This design comes from an exercise in tuning for small area, a short achievable clock period and few clock cycles per item on the open sky130 flow, not from production work. The RTL was checked by simulation tests, not by an equivalence proof against the original design. No activity file was given, so power comes from the tool's default toggle rates.

==> flow/design.v (outline; a module is shown in full before it is edited, if it fits) <==
// module matvec_engine: 2240 lines
module matvec_engine #(
  parameter int N          = 8,
  parameter int DATA_WIDTH = 8,
  parameter int ACC_WIDTH  = 2*DATA_WIDTH+$clog2(N),
  parameter int ADDR_WIDTH = 32
) (
  input  logic                      clk,
  input  logic                      rst_n,
  input  logic                      start,
  input  logic                      signed_mode,
  input  logic [ADDR_WIDTH-1:0]     base_addr,
  output logic [ADDR_WIDTH-1:0]     mm_address,
  output logic                      mm_read,
  input  logic [N*DATA_WIDTH-1:0]   mm_readdata,
  input  logic                      mm_readdatavalid,
  input  logic                      mm_waitrequest,
  output logic [N*ACC_WIDTH-1:0]    c_out,
  output logic                      busy,
  output logic                      done,
  output logic [1:0]                current_state
);
  // ...
==> flow/flow/run.sh <==
#!/bin/bash
set -uo pipefail
cd "$(dirname "$0")/.."
RES=orfs/results/${FLOW_PLATFORM:-sky130hd}/matvec_engine/base
MARGIN=6.8
bash standard.sh synth > flow_synth.log 2>&1 || exit 1
python3 flow/fapol.py $RES/1_2_yosys.v $RES/1_2_yosys.fapol.v > flow_fapol.log 2>&1 || exit 1
mv $RES/1_2_yosys.fapol.v $RES/1_2_yosys.v
rm -f $RES/1_synth.odb $RES/1_synth.sdc
bash standard.sh SETUP_SLACK_MARGIN=$MARGIN \
  "BUFFER_PORTS_ARGS=-buffer_cell sky130_fd_sc_hd__buf_1" \
  finish > flow_layout.log 2>&1
==> flow/flow/fapol.py <==
#!/usr/bin/env python3
"""Removes inverters around full-adder cells in a Yosys gate netlist.

A full adder is self-dual: inverting its three inputs inverts both outputs.
Yosys's extract_fa picks each adder's polarity on its own, which leaves an
inverter between many pairs of adders. This script picks, for every fa_* cell,
whether to use it as is or as its dual, so that fewer nets need an inverted
copy, then rebuilds the inverters: one inverter per net whose inverted value
is still needed. Only nets that do not touch a port are changed.

usage: fapol.py IN.v OUT.v
"""
import re
import sys
from collections import defaultdict

src = open(sys.argv[1]).read()
cell_re = re.compile(r'^(\s*)(sky130_fd_sc_hd__\w+)\s+(\S+)\s*\((.*?)\);\n', re.S | re.M)
pin_re = re.compile(r'\.(\w+)\(([^()]*)\)')
OUTS = {'X', 'Y', 'Q', 'Q_N', 'SUM', 'COUT', 'LO', 'HI', 'GCLK'}

cells = []
for m in cell_re.finditer(src):
    typ, name, body = m.group(2), m.group(3), m.group(4)
    pins = [(p, n.strip()) for p, n in pin_re.findall(body)]
    cells.append({'type': typ, 'name': name, 'pins': pins, 'span': m.span()})

ports = set()
hdr = src[:src.index(');')]
for w in re.findall(r'\b(\w+)\b', hdr):
    ports.add(w)
def is_port(net):
    base = net.split('[')[0].strip().lstrip('\\').strip()
    return base in ports

def esc(n):
    return n + ' ' if n.startswith('\\') else n

def is_inv(c):
    return re.match(r'sky130_fd_sc_hd__(inv|clkinv)_\d+$', c['type']) is not None
def is_fa(c):
    return re.match(r'sky130_fd_sc_hd__fa_\d+$', c['type']) is not None

driver = {}
loads = defaultdict(list)
for i, c in enumerate(cells):
    for p, n in c['pins']:
        if not n or n.startswith("1'"):
            continue
        if p in OUTS:
            driver[n] = (i, p)
        else:
            loads[n].append((i, p))

# signal classes: follow inverters back to a root net
def root_of(net):
    pol = 0
    seen = 0
    while net in driver and is_inv(cells[driver[net][0]]) and seen < 50:
        c = cells[driver[net][0]]
        net = dict(c['pins'])['A']
        pol ^= 1
        seen += 1
    return net, pol

members = defaultdict(list)   # root -> [(net, pol)]
for net in set(list(driver) + list(loads)):
    r, pol = root_of(net)
    members[r].append((net, pol))

# classes that may change: no member touches a port
frozen = set()
for r, mem in members.items():
    if any(is_port(n) for n, _ in mem) or is_port(r):
        frozen.add(r)

fa_idx = [i for i, c in enumerate(cells) if is_fa(c)]
flip = {i: 0 for i in fa_idx}

# requirement list per root: (cell, pin, pol) for every non-inverter load
reqs = defaultdict(list)
for r, mem in members.items():
    for n, pol in mem:
        for (ci, p) in loads.get(n, []):
            if is_inv(cells[ci]):
                continue
            reqs[r].append((ci, pol))

def root_flip(r):
    d = driver.get(r)
    if d and d[0] in flip:
        return flip[d[0]]
    return 0

def cost(r):
    if r in frozen:
        return 0
    phys = root_flip(r)
    return 1 if any((pol ^ flip.get(ci, 0)) != phys for ci, pol in reqs[r]) else 0

fa_roots = defaultdict(set)
for i in fa_idx:
    for p, n in cells[i]['pins']:
        if n in driver or n in loads:
            fa_roots[i].add(root_of(n)[0])

before = sum(cost(r) for r in members)
improved = True
passes = 0
while improved and passes < 50:
    improved = False
    passes += 1
    for i in fa_idx:
        rs = fa_roots[i]
        if any(r in frozen for r in rs):
            continue
        c0 = sum(cost(r) for r in rs)
        flip[i] ^= 1
        c1 = sum(cost(r) for r in rs)
        if c1 < c0:
            improved = True
        else:
            flip[i] ^= 1
after = sum(cost(r) for r in members)

# rebuild: drop inverters of changeable classes, add one per class in need
drop = set()
for r, mem in members.items():
    if r in frozen:
        continue
    for n, pol in mem:
        if n in driver and is_inv(cells[driver[n][0]]):
            drop.add(driver[n][0])

newwires = []
newcells = []
rename = {}   # (cell index, pin) -> net
cnt = 0
for r, mem in members.items():
    if r in frozen:
        continue
    phys = root_flip(r)
    invnet = None
    for n, pol in mem:
        for (ci, p) in loads.get(n, []):
            if ci in drop:
                continue
            want = pol ^ flip.get(ci, 0)
            if want == phys:
                rename[(ci, p)] = r
            else:
                if invnet is None:
                    cnt += 1
                    invnet = f'_fapol{cnt}_'
                    newwires.append(invnet)
                    newcells.append(f'  sky130_fd_sc_hd__inv_1 _fapol_inv{cnt}_ (\n    .A({esc(r)}),\n    .Y({invnet})\n  );\n')
                rename[(ci, p)] = invnet

out = []
pos = 0
for i, c in enumerate(cells):
    a, b = c['span']
    out.append(src[pos:a])
    pos = b
    if i in drop:
        continue
    pins = []
    for p, n in c['pins']:
        n2 = rename.get((i, p), n)
        pins.append(f'    .{p}({esc(n2)})')
    out.append(f"  {c['type']} {c['name']} (\n" + ',\n'.join(pins) + '\n  );\n')
out.append(src[pos:])
text = ''.join(out)
k = text.rindex('endmodule')
text = text[:k] + ''.join(newcells) + text[k:]
k = text.index(';', text.index('module ')) + 1
text = text[:k] + '\n' + ''.join(f'  wire {w};\n' for w in newwires) + text[k:]
open(sys.argv[2], 'w').write(text)
print(f'fapol: {len(fa_idx)} adders, {sum(flip.values())} flipped, '
      f'{len(drop)} inverters removed, {len(newcells)} added '
      f'(classes needing one: {before} -> {after})')
==> flow/standard.sh <==
#!/bin/bash
# synth_recipe.tcl (not shown) runs the flow's synth.tcl, then flattens the netlist and writes it again
# the make line also repeats each setting of config.mk as NAME=value (left out here)
make -C /OpenROAD-flow-scripts/flow DESIGN_CONFIG=/design/flow/config.mk WORK_HOME=/design/flow/orfs CLKGATE_MAP_FILE= SYNTH_SCRIPT=/design/flow/synth_recipe.tcl "${@:-finish}"
==> flow/config.mk <==
export PLATFORM = sky130hd
export DESIGN_NAME = matvec_engine
export DESIGN_NICKNAME = matvec_engine
export VERILOG_FILES = /design/flow/design.v
export SDC_FILE = /design/flow/constraint.sdc
export NUM_CORES = 4
export LEC_CHECK = 0
export CAP_MARGIN = 20
export CELL_PAD_IN_SITES_DETAIL_PLACEMENT = 1
export CELL_PAD_IN_SITES_GLOBAL_PLACEMENT = 1
export CORE_MARGIN = 2
export CORE_UTILIZATION = 50
export CTS_CLUSTER_DIAMETER = 80
export CTS_CLUSTER_SIZE = 24
export PLACE_DENSITY = 0.6
export SLEW_MARGIN = 20
==> flow/constraint.sdc <==
create_clock -name core_clock -period 10.0 [get_ports {clk}]
set_input_delay 2.0000 -clock core_clock [delete_from_list [all_inputs] [get_ports {clk}]]
set_output_delay 2.0000 -clock core_clock [all_outputs]
set_load 0.01 [all_outputs]
==> qor.yml, run 1 <==
inverters: 188
cts_made_buffers: 34
r2r_start: "r_b[40]$_DFFE_PP_"
intPower_uw: 6540
met1_usage: 0.405
report.final.hold_viol_count: 0
nClkBuffers: 46
endpoint: "q1_882$_DFF_P_"
dr_wl_met3_mm: 9.94
crit_chain: "a222oi_1, fa_1, fa_1, fa_1, inv_1"
r2r_end: "q1_882$_DFF_P_"
largest_register_ffs: 152
synthCells: 2333
core_area_um2: 60400
setup_tns_ns: 0
power_frac_clock: 0.139
regMostFlops: "r_c"
setup_viol_count_final: 0
status: "no timing/DRC/antenna violations"
drcViolationCount: 0
m1WireLength_mm: 38.2
dr.max_layer_used: "met4"
critPathBufInv: 1
seqPwrFrac: 0.359
crit_path_start_kind: "flop"
clock_power_uw: 1560
grt_pass1_wl_mm: 150
fin_nets: 3046
ios: 291
final_core_util: 0.563
grt.total_usage: 0.324
p_seq_uw: 4030
synth.cell_area_um2: 30500
Testbench counts, summed over its fixed seeds: cycles 3,840, runs 256.
==> run 2: changes to the inputs <==
--- a/flow/flow/run.sh
+++ b/flow/flow/run.sh
@@ -2,7 +2,7 @@
 set -uo pipefail
 cd "$(dirname "$0")/.."
 RES=orfs/results/${FLOW_PLATFORM:-sky130hd}/matvec_engine/base
-MARGIN=6.8
+MARGIN=6.7
 bash standard.sh synth > flow_synth.log 2>&1 || exit 1
 python3 flow/fapol.py $RES/1_2_yosys.v $RES/1_2_yosys.fapol.v > flow_fapol.log 2>&1 || exit 1
 mv $RES/1_2_yosys.fapol.v $RES/1_2_yosys.v
==> qor.yml, run 2 <==
clk_latency_ns: 0.60
largest_register_ffs: 152  # unchanged
report.final.hold_viol_count: 0  # unchanged
rsz0062_at_grt: "false"
maxCapViolations: 0
die-area_um2: 63100
core_area_um2: 60400  # unchanged
cts_made_buffers: 35  # +2.9%
ir_drop_v: 0.000176
hp-class: "flop to flop"
synthCells: 2333  # unchanged
gp_congestion: 1.00
path_clk_slew_ns: 0.09
crit_path_start_kind: "flop"
firstDrtPassIters: 14
setup_viol_count_final: 0  # unchanged
fin_total_pwr_uw: 11000
grt.total_usage: 0.320  # -0.00357
wl_per_cell_um: 30.9
cp-startpoint: "r_b[33]$_DFFE_PP_"
slowest_delay_ns: 0.75
slew_violations: 0
setup_tns_ns: 0  # unchanged
top_regs: "r_c x152, r_b x64, r_s x40"
drt-vias-per-instance: 6.47
arrival_ns: 3.80
place_area_um2: 31800
leakagePower_uw: 0.0122
cellPowerDensity_nw_per_um2: 331
dp_cells: 3180
grt_pass1_wl_mm: 149  # -0.59%
grt_start_max_net_pins: 92
cp.required_ns: 10.49
cp_slowest_cell: "a222oi_1"
grt-ovfl-total: 0
fin_area_um2: 33200
crit_chain: "a222oi_1, fa_1, fa_1, fa_1, inv_1"
drcViolationCount: 0  # unchanged
synth.cell_area_um2: 30500  # unchanged
antenna_left: 0
fin_nets: 2957  # -2.9%
drtIter0Drc: 4170
avgSynthCellArea_um2: 13.1
min_from: "q1_879$_DFF_P_"
rows: 90
regArea_um2: 14400
setup_slack_ns: 6.69
cts_root_buf: "clkbuf_16"
final_cells: 3263
antenna_found_initial: 2
post-route-min-period_ns: 3.31
final_common_cell: "fa_1"
ys_warn_count: 3
r2r_start: "r_b[33]$_DFFE_PP_"
crit_top_cell: "fa_1"
vias: 21100
place_ws_ns: 5.64
max_freq_ghz: 0.302
num-fill-cells: 6073
tightest_slew_ns: 1.01
cts-hold-fix-buffers: 0
clock-sinks: 567
multi_input_area_um2: 14600
cts_buffer_depth: 3
fin_worst_skew_ns: 0.0279
ios: 291  # unchanged
cts_tree: "yes"
die_x_um: 251
first_global_vias: 22300
cp_max_fo: 10
start_util: 0.506
status: "no timing/DRC/antenna violations"
slew-limit-headroom: 0.324
end_kind: "flop"
critPathBufInv: 1  # unchanged
syn2layout_area_growth_pct: 8.59
final.period_utilization: 0.331
path_class: "flop to flop"
cp_top_family: "adder cells"
dpl.hpwl_mm: 77.0
syn-num-nets: 2838
drive_gt1_frac: 0.0375
die_h_um: 251
regMostFlops: "r_c"
routed_wirelength_mm: 101
io_buffers: 289
htreeDepth: 2
mostFrequentLayoutCells: "fa_1 (326), a222oi_1 (300), edfxtp_1 (297)"
==> run 2: worst paths after layout <==
kind	to	slack, ns	cells past startpoint
max in group asynchronous	r_bnew$_DFF_PN0_	8.25	1
worst max-delay path	q1_880$_DFF_P_	6.69	5
min in group asynchronous	p_last[2]$_DFF_PN0_	1.35	1
worst min-delay path	q2_1178$_DFF_P_	0.34	0
worst min register to register	q2_1178$_DFF_P_	0.34	0
worst max register to register	q1_880$_DFF_P_	6.69	5
==> run 2: layer usage <==
layer,GRT usage,wire [um]
met5,0,0
met4,0.173,6670
met3,0.0543,9360
met2,0.526,47200
met1,0.408,37700
==> run 2: what timing repair did <==
| action | in CTS | in global routing |
|---|---|---|
| endpoints found under the setup margin | 74 | 18 |
| cloned | 1 | 0 |
| setup buffers | 12 | 3 |
| pin swaps | 3 | 1 |
| gates resized for setup | 4 | 1 |
==> run 2: per-stage QoR <==
step,hold WS (ns),utilization
final,0.337,0.549
after global routing,0.341,0.549
after CTS,0.339,0.548
after detailed placement,0.317,0.527
after global placement,0.313,0.527
after floorplan,0.310,-
==> run 2: worst register-to-register path: cells and delay by family, from the launching register on <==
| family | cells | cell delay (ns) |
|---|---|---|
| AO/OA/AOI/OAI | 1 | 0.75 |
| buffers and inverters | 1 | 0.04 |
| flip-flops | 1 | 0.66 |
| adder cells (fa/ha/maj) | 3 | 1.75 |
==> run 2: area by class of cell <==
cell class,instances,share of cell area
timing repair buffer,310,0.0383
timing repair inverter,1,0.000226
inverter,187,0.0213
tap,782,0.0295
antenna,2,0.000151
multi-input combinational,1350,0.441
sequential,567,0.434
clock inverter,19,0.00743
clock buffer,45,0.0280
==> run 2: power breakdown <==
part | internal (uW) | switching [uW]
Clock | 709 | 862
Sequential | 3430 | 653
Combinational | 2240 | 3070
Total | 6380 | 4590

==> what the ideal ports hide <==
No port has a modelled driver above. Below, the same layouts with a new extraction and two added sets of constraints.
Step 1 assumes that a clkbuf_16 drives the clock port and a buf_2 every other input.
Step 2 also shifts input and output timing later by t, the mid clock arrival at the registers, as if the neighbouring blocks saw the same clock.
a / b / c = no drivers / after step 1 / after step 2; a / b = the first two.
| run | shift t [ns] | setup slack, ns | hold WS [ns] | latest minus earliest clock arrival (ns) | worst data-port slew with drivers (ns) |
|---|---|---|---|---|---|
| run 1 | 0.647 | 6.732 / 6.706 / 6.292 | 0.335 / 0.335 / 0.335 | 0.028 / 0.028 | 0.09 |
| run 2 | 0.646 | 6.687 / 6.652 / 6.196 | 0.337 / 0.337 / 0.337 | 0.029 / 0.030 | 0.09 |
After both steps every run listed still meets setup and hold. For run 2, which loses most, drivers alone change the setup slack by -0.035 ns; drivers and shift together by -0.491 ns.
